From an optimization exercise on the open Yosys and OpenROAD flow, aimed at small area; shortcuts taken in it are not production practice.
Function was checked by simulation only, so behaviour that the tests miss may differ from the original.

## flow/design.v (module list and top-level ports; edited modules follow where they fit)
// module lineWindow: 44 lines
// module convMac: 1895 lines
// module maxPool: 38 lines
// module convPoolTop: 57 lines
module convPoolTop (
    input  logic        clk,
    input  logic        rst,
    input  logic        pixValid,
    input  logic [7:0]  pix,
    input  logic        coefWrite,
    input  logic [3:0]  coefAddr,
    input  logic [15:0] coefData,
    output logic        poolValid,
    output logic [20:0] pool
);
  // ...
==> flow/run.sh <==
#!/bin/bash
# synth_recipe.tcl (not shown) runs the flow's synth.tcl, then flattens the netlist and writes it again
# the make line also repeats each setting of config.mk as NAME=value (left out here)
make -C /OpenROAD-flow-scripts/flow DESIGN_CONFIG=/design/flow/config.mk WORK_HOME=/design/flow/orfs CLKGATE_MAP_FILE= SYNTH_SCRIPT=/design/flow/synth_recipe.tcl finish
==> flow/config.mk <==
export PLATFORM = sky130hd
export DESIGN_NAME = convPoolTop
export DESIGN_NICKNAME = convPoolTop
export VERILOG_FILES = /design/flow/design.v
export SDC_FILE = /design/flow/constraint.sdc
export NUM_CORES = 4
export LEC_CHECK = 0
export CAP_MARGIN = 20
export CORE_MARGIN = 2
export CORE_UTILIZATION = 40
export SLEW_MARGIN = 20
==> flow/constraint.sdc <==
create_clock -name core_clock -period 7.5 [get_ports {clk}]
set_input_delay 1.5000 -clock core_clock [delete_from_list [all_inputs] [get_ports {clk}]]
set_output_delay 1.5000 -clock core_clock [all_outputs]
set_load 0.01 [all_outputs]
==> impl_summary.txt, run 1 <==
----------------------------------------------------
[Outcome]
  Run status ... no timing/DRC/antenna violations

[Clocking]
  Number of buffers created by CTS ... 41
  Clock slew seen by the registers of the worst setup and hold paths ... 0.06 ns
  Post CTS Setup Buffer Count ... 0
  Number of buffers inserted for hold repair after clock tree synthesis ... 0

[Route]
  Vias per inst ... 5.65
  Routed met2 length ... 43500 um
  Routed via count ... 22600
  Post-route DRC ... 0
  Wire per inst ... 23.2 um
  DRT iter0 DRCs ... 2724

[Global route]
  Layer carrying the most global-route usage ... met2
  Met1 Use GR ... 35.3%
  GRT Residual Overflow ... 0

[Place]
  Total of buffers placed on input and output ports ... 53
  Worst-case setup slack after placement ... 0.346 ns

[Yosys]
  Netlist area before placement ... 29500 sq um
  Main combinational cell family by area after synthesis ... adder cells
  Net count after synthesis ... 3463
  Share of synthesized registers carrying an async set or reset ... 0%
  Total of flip-flops plus latches after synthesis ... 332
  Number of cells produced by synthesis ... 3045

[STA]
  Transition time of the tightest slew-check pin ... 1.19 ns
  Setup-failing EPs final ... 0

[Final layout]
  Final core area utilization ... 44.5%
  Multi-input gate share of total cell area ... 53.6%
  Share of final-layout standard cells stronger than drive strength 1 ... 7.52%
  Commonest non-fill, non-tap cell in the layout ... sky130_fd_sc_hd__inv_1
  Leading cell category by total area ... multi-input gates
  FFs & Latches ... 332

[Setup path]
  Crit Reg-Reg Endpoint ... uConvMac.convValue[18]
  Critical path's most frequent cell ... sky130_fd_sc_hd__fa_1
  Required time of the worst setup path ... 8.00 ns
  Critical Path Slowest Stage Cell ... sky130_fd_sc_hd__edfxtp_1
  Startpoint of the worst setup timing path ... uConvMac.kernel[13]

[Worst hold path]
  Worst Hold Depth ... 0

----------------------------------------------------
==> run 2, diff against run 1 <==
--- a/flow/config.mk
+++ b/flow/config.mk
@@ -6,6 +6,8 @@
 export NUM_CORES = 4
 export LEC_CHECK = 0
+export ABC_AREA = 1
 export CAP_MARGIN = 20
 export CORE_MARGIN = 2
 export CORE_UTILIZATION = 40
+export CTS_BUF_LIST = sky130_fd_sc_hd__clkbuf_4
 export SLEW_MARGIN = 20
==> run 2 against run 1 <==
Still clean on timing, DRC and antenna; clock skew up 0.044 ns; design area down 11%; critical path type unchanged; largest cell class unchanged; area after synthesis down 12%; sequential share of layout area up 3.7 points; utilization up 0.38 points.
==> impl_summary.txt, run 2 <==
----------------------------------------------------
[Setup path]
  Required time of the worst setup path ... 8.28 ns (was 8.00 ns)
  Largest fanout on the critical path ... 7 (was 10)
  Crit Reg-Reg Endpoint ... uConvMac.convValue[18] (unchanged)
  Length in cells of the worst reg-to-reg path ... 23 (was 22)
  Crit Path Class ... reg2reg (unchanged)
  Kind of capture point of the worst setup path ... register (unchanged)
  Arrival time of data at the critical path endpoint ... 7.94 ns (was 7.66 ns)
  Origin of the critical flop-to-flop path ... uConvMac.kernel[11] (was uConvMac.kernel[13])
  Flop2flop setup slack ... 0.34 ns (was 0.35 ns)
  Category of the worst setup path launch point ... register (unchanged)

[STA]
  Transition time of the tightest slew-check pin ... 1.19 ns (about the same)
  Count of pins over their slew limit ... 0 (unchanged)
  Shortest clock period the worst path allows after layout ... 7.16 ns (was 7.15 ns)
  Setup clock skew after layout ... 0.0662 ns (was 0.0220 ns)
  Total count of hold-check failures in the final report ... 0 (unchanged)
  Setup-failing EPs final ... 0 (unchanged)
  Sum of negative setup slack ... 0 ns (unchanged)
  Crit share post-route ... 95.4% (about the same)
  Max-slew headroom ... 20.5% (was 20.3%)
  Unrepaired setup endpoints after global routing ... false (unchanged)
  Final worst hold slack ... 0.314 ns (was 0.325 ns)
  Maximum clock rate ... 0.140 GHz (about the same)

[Floorplanning]
  Area of the die ... 66800 sq um (was 75900 sq um)
  Number of rows created at floorplan ... 93 (was 99)
  Num ports ... 54 (unchanged)
  Effective utilization at floorplan ... 40.3% (was 40.4%)
  Overall die height ... 258 um (was 275 um)
  Chip width ... 258 um (was 275 um)
  Core Box Area ... 64200 sq um (was 73000 sq um)

[Route]
  Initial DRT Pass Iterations ... 7 (was 8)
  Top sig layer ... met5 (was met4)
  Vias per inst ... 5.14 (was 5.65)
  Metal3 WL ... 5160 um (was 7330 um)
  Routed met2 length ... 36900 um (was 43500 um)
  Post-route DRC ... 0 (unchanged)
  Wire per inst ... 22.5 um (was 23.2 um)
  Routed length on met1 ... 33000 um (was 39800 um)
  Routed via count ... 17900 (was 22600)
  DRT iter0 DRCs ... 1998 (was 2724)
  Total wirelength of the detailed-routed design ... 78300 um (was 93000 um)
  Final antenna-violating net count ... 0 (unchanged)

[Yosys]
  Leading register cell type out of synthesis ... sky130_fd_sc_hd__edfxtp_1 (unchanged)
  Number of warnings reported in the yosys synthesis log ... 3 (unchanged)
  Commonest cells in the synthesized netlist ... 555 x sky130_fd_sc_hd__inv_1, 350 x sky130_fd_sc_hd__fa_1, 297 x sky130_fd_sc_hd__edfxtp_1 (was 412 x sky130_fd_sc_hd__inv_1, 350 x sky130_fd_sc_hd__fa_1, 347 x sky130_fd_sc_hd__nand2_1)
  Main combinational cell family by area after synthesis ... adder cells (unchanged)
  Share of the synthesized area in the top cell type ... 34.5% (was 30.3%)
  Area fraction in compound gates after synthesis ... 8.72% (was 14.5%)
  Portion of netlist area occupied by mux cells ... 0% (was 1.95%)
  Library cells used by synthesis ... 38 (was 59)
  Net count after synthesis ... 2816 (was 3463)
  Number of cells produced by synthesis ... 2398 (was 3045)
  Adder-cell area share of the yosys netlist ... 28.8% (was 27.3%)
  Post-synth EDFFs ... 297 (unchanged)
  Sequential area share after synthesis ... 37.2% (was 32.6%)
  Share of the synthesized netlist area taken by xor and xnor gates ... 9.71% (was 3.71%)
  Cell with the most instances after synthesis ... sky130_fd_sc_hd__inv_1 (unchanged)
  Area fraction in and, or, nand and nor cells after synthesis ... 6.09% (was 11.4%)
  Leading cell types by total area after synthesis ... sky130_fd_sc_hd__edfxtp_1 34%, sky130_fd_sc_hd__fa_1 27%, sky130_fd_sc_hd__xor2_1 9.7%, sky130_fd_sc_hd__inv_1 8.0%, sky130_fd_sc_hd__o22ai_1 5.9% (was sky130_fd_sc_hd__edfxtp_1 30%, sky130_fd_sc_hd__fa_1 24%, sky130_fd_sc_hd__inv_1 5.2%, sky130_fd_sc_hd__nand2_1 4.4%, sky130_fd_sc_hd__a21oi_1 3.8%)
  Cell taking the most area after synthesis ... sky130_fd_sc_hd__edfxtp_1 (unchanged)
  Per-instance average area after synthesis ... 10.8 sq um (was 9.68 sq um)
  Netlist area before placement ... 25900 sq um (was 29500 sq um)
  Share of synthesized registers carrying an async set or reset ... 0% (unchanged)
  Total of flip-flops plus latches after synthesis ... 332 (unchanged)

[Final layout]
  Commonest cells after routing, fill and taps aside ... 555 x sky130_fd_sc_hd__inv_1, 350 x sky130_fd_sc_hd__fa_1, 297 x sky130_fd_sc_hd__edfxtp_1 (was 412 x sky130_fd_sc_hd__inv_1, 350 x sky130_fd_sc_hd__fa_1, 347 x sky130_fd_sc_hd__nand2_1)
  Largest register by flop count ... uLineWindow.hist (unchanged)
  Post-route standard cell area excluding fillers ... 28800 sq um (was 32400 sq um)
  Final core area utilization ... 44.8% (was 44.5%)
  Number of filler cells placed in the layout ... 6123 (was 6881)
  Commonest non-fill, non-tap cell in the layout ... sky130_fd_sc_hd__inv_1 (unchanged)
  Net count of the finished layout ... 2963 (was 3430)
  Share of final-layout standard cells stronger than drive strength 1 ... 8.75% (was 7.52%)
  Max reg flops ... 152 (unchanged)
  Synthesis-to-layout area growth ... 11.3% (was 10.0%)
  Biggest regs ... uLineWindow.hist x152, uConvMac.kernel x72 (unchanged)

[Clocking]
  Sink count of the clock tree ... 332 (unchanged)
  Clk buf depth ... 3 (unchanged)
  Number of buffers created by CTS ... 92 (was 41)
  TritonCTS clock tree ... built (unchanged)
  Clock tree root driver cell ... sky130_fd_sc_hd__clkbuf_4 (was sky130_fd_sc_hd__clkbuf_16)
  Clock slew seen by the registers of the worst setup and hold paths ... 0.07 ns (was 0.06 ns)
  Clock Latency Late Sink ... 0.91 ns (was 0.59 ns)
  Number of buffers inserted for hold repair after clock tree synthesis ... 0 (unchanged)
  H-Tree Level Count ... 3 (was 2)

[Worst hold path]
  Hold wc startpoint ... uConvMac.convLast (unchanged)
  Class of the most critical hold timing path ... reg2reg (unchanged)
  End point of the worst hold path ... uMaxPool.last (unchanged)
  Worst Hold Depth ... 0 (unchanged)

[Global route]
  Vias in the first global route ... 18400 (was 21700)
  Largest net degree at the start of global routing ... 84 (was 159)
  GRT Residual Overflow ... 0 (unchanged)
  Global Route Usage Sum ... 23.8% (was 24.7%)
  Initial antenna violation count ... 7 (was 3)
  First-pass GRT wire length ... 116000 um (was 139000 um)

[Place]
  RePlAce Congestion ... 0.976 (about the same)
  DPL Wire Length ... 63000 um (was 72600 um)
  Total of buffers placed on input and output ports ... 53 (unchanged)
  Total cell area at the placement stage ... 27500 sq um (was 31100 sq um)

[Flow run]
  # Max-Cap Violations ... 0 (unchanged)

[Outcome]
  Run status ... no timing/DRC/antenna violations (unchanged)

----------------------------------------------------
run 2: worst max path at each step:
stage               depth (start not counted)                endpoint           startpoint
floorplan                                  24  uConvMac.convValue[18]  uConvMac.kernel[13]
global placement                           24  uConvMac.convValue[18]  uConvMac.kernel[23]
detailed placement                         24  uConvMac.convValue[18]  uConvMac.kernel[23]
CTS                                        24  uConvMac.convValue[18]  uConvMac.kernel[23]
global route                               23  uConvMac.convValue[18]  uConvMac.kernel[19]
finish                                     23  uConvMac.convValue[18]  uConvMac.kernel[11]
run 2: layout make-up:
type	count	area, sq um	area share, %
diodes	5	12.5	0.0434
clock buffers	142	1070	3.70
clock inverters	24	128	0.443
inverters	578	2170	7.55
multi-input cells	1439	13800	48.0
flip-flops and latches	332	9620	33.4
well taps	855	1070	3.71
repair buffers	102	902	3.13
run 2: worst max-delay path, cell delays in order, from the launching register on:
cell,delay [ns]
sky130_fd_sc_hd__edfxtp_1,0.52
sky130_fd_sc_hd__inv_2,0.18
sky130_fd_sc_hd__o21ai_1,0.48
sky130_fd_sc_hd__o22ai_1,0.15
sky130_fd_sc_hd__xor2_1,0.20
sky130_fd_sc_hd__fa_1,0.51
sky130_fd_sc_hd__inv_1,0.06
sky130_fd_sc_hd__fa_1,0.42
sky130_fd_sc_hd__inv_1,0.12
sky130_fd_sc_hd__fa_1,0.43
sky130_fd_sc_hd__fa_1,0.40
sky130_fd_sc_hd__fa_1,0.43
sky130_fd_sc_hd__fa_1,0.49
sky130_fd_sc_hd__fa_1,0.43
sky130_fd_sc_hd__fa_1,0.45
sky130_fd_sc_hd__fa_1,0.40
sky130_fd_sc_hd__ha_1,0.37
sky130_fd_sc_hd__nand3_1,0.11
sky130_fd_sc_hd__nand2_1,0.08
sky130_fd_sc_hd__a21boi_0,0.27
sky130_fd_sc_hd__nor2_1,0.10
sky130_fd_sc_hd__o21ai_0,0.23
sky130_fd_sc_hd__nand2_1,0.08
sky130_fd_sc_hd__a21oi_1,0.13
run 2: routing by layer:
layer  GRT usage (%)  vias up
met5               0        -
met4            10.4        2
met3            4.32      148
met2            38.4      714
met1            31.7     8965
li1                -     8056
run 2: repair_timing:
item	in CTS	in global routing
endpoints found under the setup margin	0	2
hold endpoints to repair	0	0
gates resized for setup	0	5
setup buffers	0	5
run 2: cells by family after synthesis:
kind of cell,Yosys count
buffers and inverters,627
adders and majority gates,386
xor gates and xnor gates,287
AOI/OAI and AO/OA,375
and+or+nand+nor,391
DFF,332
run 2: metrics by stage:
step                      setup slack (ns)  cells
after floorplan                      0.968   2398
after global placement               0.455   3300
after detailed placement             0.332   3300
after CTS                            0.272   3466
after global routing               0.00922   3473
final                                0.344   3477

## static timing again, ports no longer ideal
The results above use ideal ports. As a check the final layouts listed here were re-extracted and re-timed, cells and wires unchanged. Step 1 (the two cells are an assumption about what drives the block):
set clk [get_ports {clk}]
set_driving_cell -lib_cell sky130_fd_sc_hd__clkbuf_16 $clk
set_driving_cell -lib_cell sky130_fd_sc_hd__buf_2 [delete_from_list [all_inputs] $clk]
Step 2, shift: input delay + t, output delay - t, t = (earliest + latest rising clock arrival at the registers) / 2. This alone moves slack from input paths to output paths. Three values: ideal ports, drivers, drivers and shift; two values: the first two.
| run | shift t [ns] | setup WS [ns] | worst hold slack (ns) | worst setup path after step 2 | latest minus earliest clock arrival (ns) |
|---|---|---|---|---|---|
| run 1 | 0.647 | 0.348 / 0.348 / 0.348 | 0.325 / 0.325 / 0.325 | register to register | 0.023 / 0.023 |
| run 2 | 0.921 | 0.344 / 0.344 / 0.344 | 0.314 / 0.314 / 0.314 | register to register | 0.084 / 0.084 |
After both steps every run listed still meets setup and hold.
